This design comes from an exercise in tuning for small area, a short achievable clock period and few clock cycles per item on the open sky130 flow, not from production work.
In this exercise RTL edits were held to simulation tests only and were not proved equivalent to the original.

==> inputs of 07-15 <==
==> flow/design.v <==
module div_recombine #(
  parameter int WIDTH = 64
) (
  input  logic               clk,
  input  logic               rstn,
  input  logic               vld_i,
  input  logic [WIDTH-1:0]   op1_i,
  input  logic [WIDTH-1:0]   op2_i,
  input  logic [WIDTH-1:0]   quo_i,
  input  logic [WIDTH-1:0]   rem_i,
  output logic               ready_o,
  output logic               vld_o,
  output logic [2*WIDTH-1:0] prod_o,
  output logic               ok_o,
  output logic               rng_o
);
  typedef enum logic [1:0] {IDLE, BUSY, DONE} state_t;
  state_t        state;
  localparam int ND = 8;            
  localparam int NB = 2 * ND;       
  localparam int NI = 64 / NB;      
  localparam int XW = 65 + NB;
  logic [1:0]    cnt;
  logic [63:0]   a_q;
  logic [63:0]   b_q;
  logic [65:0]   b3_q;
  logic [63:0]   q_sh;
  logic [64:0]   acc;       
  logic [63:0]   plo;       
  logic          lt_q, req_q, qones_q, bnz_q;
  logic [XW-1:0] x;
  logic [65:0]   pp [ND];
  logic          accept;
  logic          eq;
  assign accept = vld_i && ready_o;
  always_comb begin
    for (int k = 0; k < ND; k++) begin
      case (q_sh[2*k +: 2])
        2'd1:    pp[k] = {2'b00, b_q};
        2'd2:    pp[k] = {1'b0, b_q, 1'b0};
        2'd3:    pp[k] = b3_q;
        default: pp[k] = '0;
      endcase
    end
  end
  always_comb begin
    x = XW'(acc);
    for (int k = 0; k < ND; k++) x = x + (XW'(pp[k]) << (2 * k));
  end
  assign eq = (acc == '0) && (plo == a_q);
  always_ff @(posedge clk or negedge rstn) begin
    if (!rstn) begin
      state   <= IDLE;
      cnt     <= '0;
      ready_o <= 1'b1;
      vld_o   <= 1'b0;
    end else begin
      vld_o <= 1'b0;
      case (state)
        BUSY: begin
          cnt <= cnt + 2'd1;
          if (cnt == 2'(NI - 1)) begin
            state   <= DONE;
            ready_o <= 1'b1;
          end
        end
        DONE: begin
          vld_o <= 1'b1;
          if (accept) begin
            state   <= BUSY;
            cnt     <= '0;
            ready_o <= 1'b0;
          end else begin
            state   <= IDLE;
          end
        end
        default: begin
          if (accept) begin
            state   <= BUSY;
            cnt     <= '0;
            ready_o <= 1'b0;
          end
        end
      endcase
    end
  end
  always_ff @(posedge clk) begin
    if (accept) begin
      a_q     <= op1_i;
      b_q     <= op2_i;
      b3_q    <= {2'b00, op2_i} + {1'b0, op2_i, 1'b0};
      q_sh    <= quo_i;
      acc     <= {1'b0, rem_i};
      lt_q    <= rem_i < op2_i;
      req_q   <= rem_i == op1_i;
      qones_q <= &quo_i;
      bnz_q   <= |op2_i;
    end else if (state == BUSY) begin
      plo  <= {x[NB-1:0], plo[63:NB]};
      acc  <= x[XW-1:NB];
      q_sh <= q_sh >> NB;
    end
    if (state == DONE) begin
      prod_o <= {acc[63:0], plo};
      rng_o  <= bnz_q ? lt_q : req_q;
      ok_o   <= bnz_q ? (eq && lt_q) : (qones_q && req_q);
    end
  end
endmodule
==> flow/flow/run.sh <==
#!/bin/bash
set -euo pipefail
cat >> config.mk <<'CFG'
export DONT_USE_CELLS += sky130_fd_sc_hd__a222oi_1 sky130_fd_sc_hd__a21oi_2 sky130_fd_sc_hd__a22oi_2 sky130_fd_sc_hd__a21boi_1 sky130_fd_sc_hd__a21boi_2
export BUFFER_PORTS_ARGS = -buffer_cell sky130_fd_sc_hd__buf_2
CFG
bash standard.sh > standard.log 2>&1
==> flow/standard.sh <==
#!/bin/bash
# synth_recipe.tcl (not shown) runs the flow's synth.tcl, then flattens the netlist and writes it again
# the make line also repeats each setting of config.mk as NAME=value (left out here)
make -C /OpenROAD-flow-scripts/flow DESIGN_CONFIG=/design/flow/config.mk WORK_HOME=/design/flow/orfs CLKGATE_MAP_FILE= SYNTH_SCRIPT=/design/flow/synth_recipe.tcl "${@:-finish}"
==> flow/config.mk <==
export PLATFORM = sky130hd
export DESIGN_NAME = div_recombine
export DESIGN_NICKNAME = div_recombine
export VERILOG_FILES = /design/flow/design.v
export SDC_FILE = /design/flow/constraint.sdc
export NUM_CORES = 4
export LEC_CHECK = 0
export ABC_AREA = 0
export ABC_CLOCK_PERIOD_IN_PS = 5000
export CAP_MARGIN = 20
export CORE_MARGIN = 2
export CORE_UTILIZATION = 45
export PLACE_DENSITY = 0.55
export SETUP_SLACK_MARGIN = 3.0
export SLEW_MARGIN = 20
export TNS_END_PERCENT = 10
export DONT_USE_CELLS += sky130_fd_sc_hd__a222oi_1 sky130_fd_sc_hd__a21oi_2 sky130_fd_sc_hd__a22oi_2 sky130_fd_sc_hd__a21boi_1 sky130_fd_sc_hd__a21boi_2
export BUFFER_PORTS_ARGS = -buffer_cell sky130_fd_sc_hd__buf_2
==> flow/constraint.sdc <==
create_clock -name core_clock -period 8.0 [get_ports {clk}]
set_input_delay 1.6000 -clock core_clock [delete_from_list [all_inputs] [get_ports {clk}]]
set_output_delay 1.6000 -clock core_clock [all_outputs]
set_load 0.01 [all_outputs]
==> inputs of 05-17, as changes to 07-15 <==
==> flow/design.v, changed modules only <==
module div_recombine #(
  parameter int WIDTH = 64
) (
  input  logic               clk,
  input  logic               rstn,
  input  logic               vld_i,
  input  logic [WIDTH-1:0]   op1_i,
  input  logic [WIDTH-1:0]   op2_i,
  input  logic [WIDTH-1:0]   quo_i,
  input  logic [WIDTH-1:0]   rem_i,
  output logic               ready_o,
  output logic               vld_o,
  output logic [2*WIDTH-1:0] prod_o,
  output logic               ok_o,
  output logic               rng_o
);
  localparam int ND = 16;          
  localparam int NB = 32;          
  localparam int NI = 2;           
  localparam int XW = 97;          
  logic          busy;
  logic [1:0]    cnt;
  logic          fin1, fin2;        
  logic [63:0]   a_q, a_o;
  logic [63:0]   b_q;
  logic [65:0]   b3_q;
  logic [63:0]   q_sh;
  logic [64:0]   acc_s, acc_c;      
  logic [63:0]   plo_s, plo_c;      
  logic [127:0]  fs, fc;            
  logic          lt_q, req_q, qones_q, bnz_q;
  logic          lt_o, req_o, qones_o, bnz_o;
  logic [65:0]   pp [ND];
  logic [XW-1:0] ppx [ND];
  logic [XW-1:0] sum_s, sum_c;
  logic          accept;
  logic          last;
  logic          eq;
  logic [XW-1:0] cs_s0, cs_c0;
  logic [XW-1:0] cs_s1, cs_c1;
  logic [XW-1:0] cs_s2, cs_c2;
  logic [XW-1:0] cs_s3, cs_c3;
  logic [XW-1:0] cs_s4, cs_c4;
  logic [XW-1:0] cs_s5, cs_c5;
  logic [XW-1:0] cs_s6, cs_c6;
  logic [XW-1:0] cs_s7, cs_c7;
  logic [XW-1:0] cs_s8, cs_c8;
  logic [XW-1:0] cs_s9, cs_c9;
  logic [XW-1:0] cs_s10, cs_c10;
  logic [XW-1:0] cs_s11, cs_c11;
  logic [XW-1:0] cs_s12, cs_c12;
  logic [XW-1:0] cs_s13, cs_c13;
  logic [XW-1:0] cs_s14, cs_c14;
  logic [XW-1:0] cs_s15, cs_c15;
  assign accept = vld_i && ready_o;
  assign last   = busy && (cnt == 2'(NI - 1));
  always_comb begin
    for (int k = 0; k < ND; k++) begin
      case (q_sh[2*k +: 2])
        2'd1:    pp[k] = {2'b00, b_q};
        2'd2:    pp[k] = {1'b0, b_q, 1'b0};
        2'd3:    pp[k] = b3_q;
        default: pp[k] = '0;
      endcase
      ppx[k] = XW'(pp[k]) << (2 * k);
    end
  end
  assign cs_s0 = acc_s ^ acc_c ^ ppx[0];
  assign cs_c0 = ((acc_s & acc_c) | (acc_s & ppx[0]) | (acc_c & ppx[0])) << 1;
  assign cs_s1 = ppx[1] ^ ppx[2] ^ ppx[3];
  assign cs_c1 = ((ppx[1] & ppx[2]) | (ppx[1] & ppx[3]) | (ppx[2] & ppx[3])) << 1;
  assign cs_s2 = ppx[4] ^ ppx[5] ^ ppx[6];
  assign cs_c2 = ((ppx[4] & ppx[5]) | (ppx[4] & ppx[6]) | (ppx[5] & ppx[6])) << 1;
  assign cs_s3 = ppx[7] ^ ppx[8] ^ ppx[9];
  assign cs_c3 = ((ppx[7] & ppx[8]) | (ppx[7] & ppx[9]) | (ppx[8] & ppx[9])) << 1;
  assign cs_s4 = ppx[10] ^ ppx[11] ^ ppx[12];
  assign cs_c4 = ((ppx[10] & ppx[11]) | (ppx[10] & ppx[12]) | (ppx[11] & ppx[12])) << 1;
  assign cs_s5 = ppx[13] ^ ppx[14] ^ ppx[15];
  assign cs_c5 = ((ppx[13] & ppx[14]) | (ppx[13] & ppx[15]) | (ppx[14] & ppx[15])) << 1;
  assign cs_s6 = cs_s0 ^ cs_c0 ^ cs_s1;
  assign cs_c6 = ((cs_s0 & cs_c0) | (cs_s0 & cs_s1) | (cs_c0 & cs_s1)) << 1;
  assign cs_s7 = cs_c1 ^ cs_s2 ^ cs_c2;
  assign cs_c7 = ((cs_c1 & cs_s2) | (cs_c1 & cs_c2) | (cs_s2 & cs_c2)) << 1;
  assign cs_s8 = cs_s3 ^ cs_c3 ^ cs_s4;
  assign cs_c8 = ((cs_s3 & cs_c3) | (cs_s3 & cs_s4) | (cs_c3 & cs_s4)) << 1;
  assign cs_s9 = cs_c4 ^ cs_s5 ^ cs_c5;
  assign cs_c9 = ((cs_c4 & cs_s5) | (cs_c4 & cs_c5) | (cs_s5 & cs_c5)) << 1;
  assign cs_s10 = cs_s6 ^ cs_c6 ^ cs_s7;
  assign cs_c10 = ((cs_s6 & cs_c6) | (cs_s6 & cs_s7) | (cs_c6 & cs_s7)) << 1;
  assign cs_s11 = cs_c7 ^ cs_s8 ^ cs_c8;
  assign cs_c11 = ((cs_c7 & cs_s8) | (cs_c7 & cs_c8) | (cs_s8 & cs_c8)) << 1;
  assign cs_s12 = cs_s10 ^ cs_c10 ^ cs_s11;
  assign cs_c12 = ((cs_s10 & cs_c10) | (cs_s10 & cs_s11) | (cs_c10 & cs_s11)) << 1;
  assign cs_s13 = cs_c11 ^ cs_s9 ^ cs_c9;
  assign cs_c13 = ((cs_c11 & cs_s9) | (cs_c11 & cs_c9) | (cs_s9 & cs_c9)) << 1;
  assign cs_s14 = cs_s12 ^ cs_c12 ^ cs_s13;
  assign cs_c14 = ((cs_s12 & cs_c12) | (cs_s12 & cs_s13) | (cs_c12 & cs_s13)) << 1;
  assign cs_s15 = cs_s14 ^ cs_c14 ^ cs_c13;
  assign cs_c15 = ((cs_s14 & cs_c14) | (cs_s14 & cs_c13) | (cs_c14 & cs_c13)) << 1;
  assign sum_s = cs_s15;
  assign sum_c = cs_c15;
  assign eq = (prod_o[127:64] == '0) && (prod_o[63:0] == a_o);
  always_ff @(posedge clk or negedge rstn) begin
    if (!rstn) begin
      busy    <= 1'b0;
      cnt     <= '0;
      fin1    <= 1'b0;
      fin2    <= 1'b0;
      ready_o <= 1'b1;
      vld_o   <= 1'b0;
    end else begin
      fin1  <= last;
      fin2  <= fin1;
      vld_o <= fin2;
      if (accept) begin
        busy    <= 1'b1;
        cnt     <= '0;
        ready_o <= (NI == 1);
      end else if (busy) begin
        cnt <= cnt + 2'd1;
        if (last) busy <= 1'b0;
        if (cnt == 2'(NI - 2)) ready_o <= 1'b1;
      end
    end
  end
  always_ff @(posedge clk) begin
    if (accept) begin
      a_q     <= op1_i;
      b_q     <= op2_i;
      b3_q    <= {2'b00, op2_i} + {1'b0, op2_i, 1'b0};
      q_sh    <= quo_i;
      acc_s   <= {1'b0, rem_i};
      acc_c   <= '0;
      plo_s   <= '0;
      plo_c   <= '0;
      lt_q    <= rem_i < op2_i;
      req_q   <= rem_i == op1_i;
      qones_q <= &quo_i;
      bnz_q   <= |op2_i;
    end else if (busy) begin
      plo_s <= {sum_s[NB-1:0], plo_s[63:NB]};
      plo_c <= {sum_c[NB-1:0], plo_c[63:NB]};
      acc_s <= sum_s[XW-1:NB];
      acc_c <= sum_c[XW-1:NB];
      q_sh  <= q_sh >> NB;
    end
    if (last) begin
      fs      <= {sum_s[XW-2:0], plo_s[63:NB]};
      fc      <= {sum_c[XW-2:0], plo_c[63:NB]};
      a_o     <= a_q;
      lt_o    <= lt_q;
      req_o   <= req_q;
      qones_o <= qones_q;
      bnz_o   <= bnz_q;
    end
    if (fin1) prod_o <= fs + fc;
    if (fin2) begin
      rng_o <= bnz_o ? lt_o : req_o;
      ok_o  <= bnz_o ? (eq && lt_o) : (qones_o && req_o);
    end
  end
endmodule
==> results.json <==
{
  "path_cells": "buf_12 > nor2b_4 > buf_12 > a22o_1 > fa_1 > inv_1 > fa_1 > fa_2 > fa_1 > fa_1 > inv_1 > fa_2 > nand2_1 > nand2_1",
  "layout_common_cells": "inv_1, mux2_2, fa_1, edfxtp_1, a22oi_1",
  "yosys.area.top_type_share_pct": 25.0,
  "multi_input_area_share_pct": 56.1,
  "n_tap_cell": 2688,
  "cp.required_ns": 8.70,
  "status": "finished clean",
  "die_w_um": 456
}
(the above is from 05-17)
==> results.json <==
{
  "antenna_left": 0,
  "cp.required_ns": 8.43,
  "status": "finished clean",
  "multi_input_gates": 3421,
  "multi_input_area_share_pct": 55.1,
  "path_cells": "buf_12 > nor2b_4 > buf_12 > buf_16 > a22oi_1 > fa_1 > inv_2 > fa_2 > fa_1 > inv_1 > fa_1 > inv_2 > ha_4 > nand2_4 > nor2_4 > and4_4 > and3_4 > a2111oi_4 > buf_4 > a311o_2 > a2111oi_4 > nand2b_4 > xnor2_2 > a21oi_1",
  "die_w_um": 344,
  "n_tap_cell": 1512
}
(the above is from 07-15)
Testbench counts of 07-15, summed over its fixed seeds: cycles 4,816, items 960.
Testbench counts of 05-17, summed over its fixed seeds: cycles 1,952, items 960.

-- port drivers added, routing unchanged --
The flow's constraints put no driver on any port. The routed layouts listed below were extracted and timed again, unchanged, in two steps. Step 1 assumes that a clkbuf_16 drives the clock port and a buf_2 every other input. Step 2, shift: input delay + t, output delay - t, t = (earliest + latest rising clock arrival at the registers) / 2. This alone moves slack from input paths to output paths. Slacks: ideal / step 1 / step 2; pairs: ideal / step 1.
run | t, ns | setup slack, ns | hold WS [ns] | worst register clock-pin slew, ns | worst data-port slew with drivers (ns)
07-15 | 0.774 | 1.473 / 1.473 / 1.473 | 0.472 / 0.472 / 0.472 | 0.07 / 0.07 | 0.18
05-17 | 0.898 | 2.690 / 2.690 / 1.892 | 0.400 / 0.400 / 0.400 | 0.08 / 0.08 | 0.31
After both steps every run listed still meets setup and hold. For 05-17, which loses most, drivers alone change the setup slack by 0.000 ns; drivers and shift together by -0.798 ns.
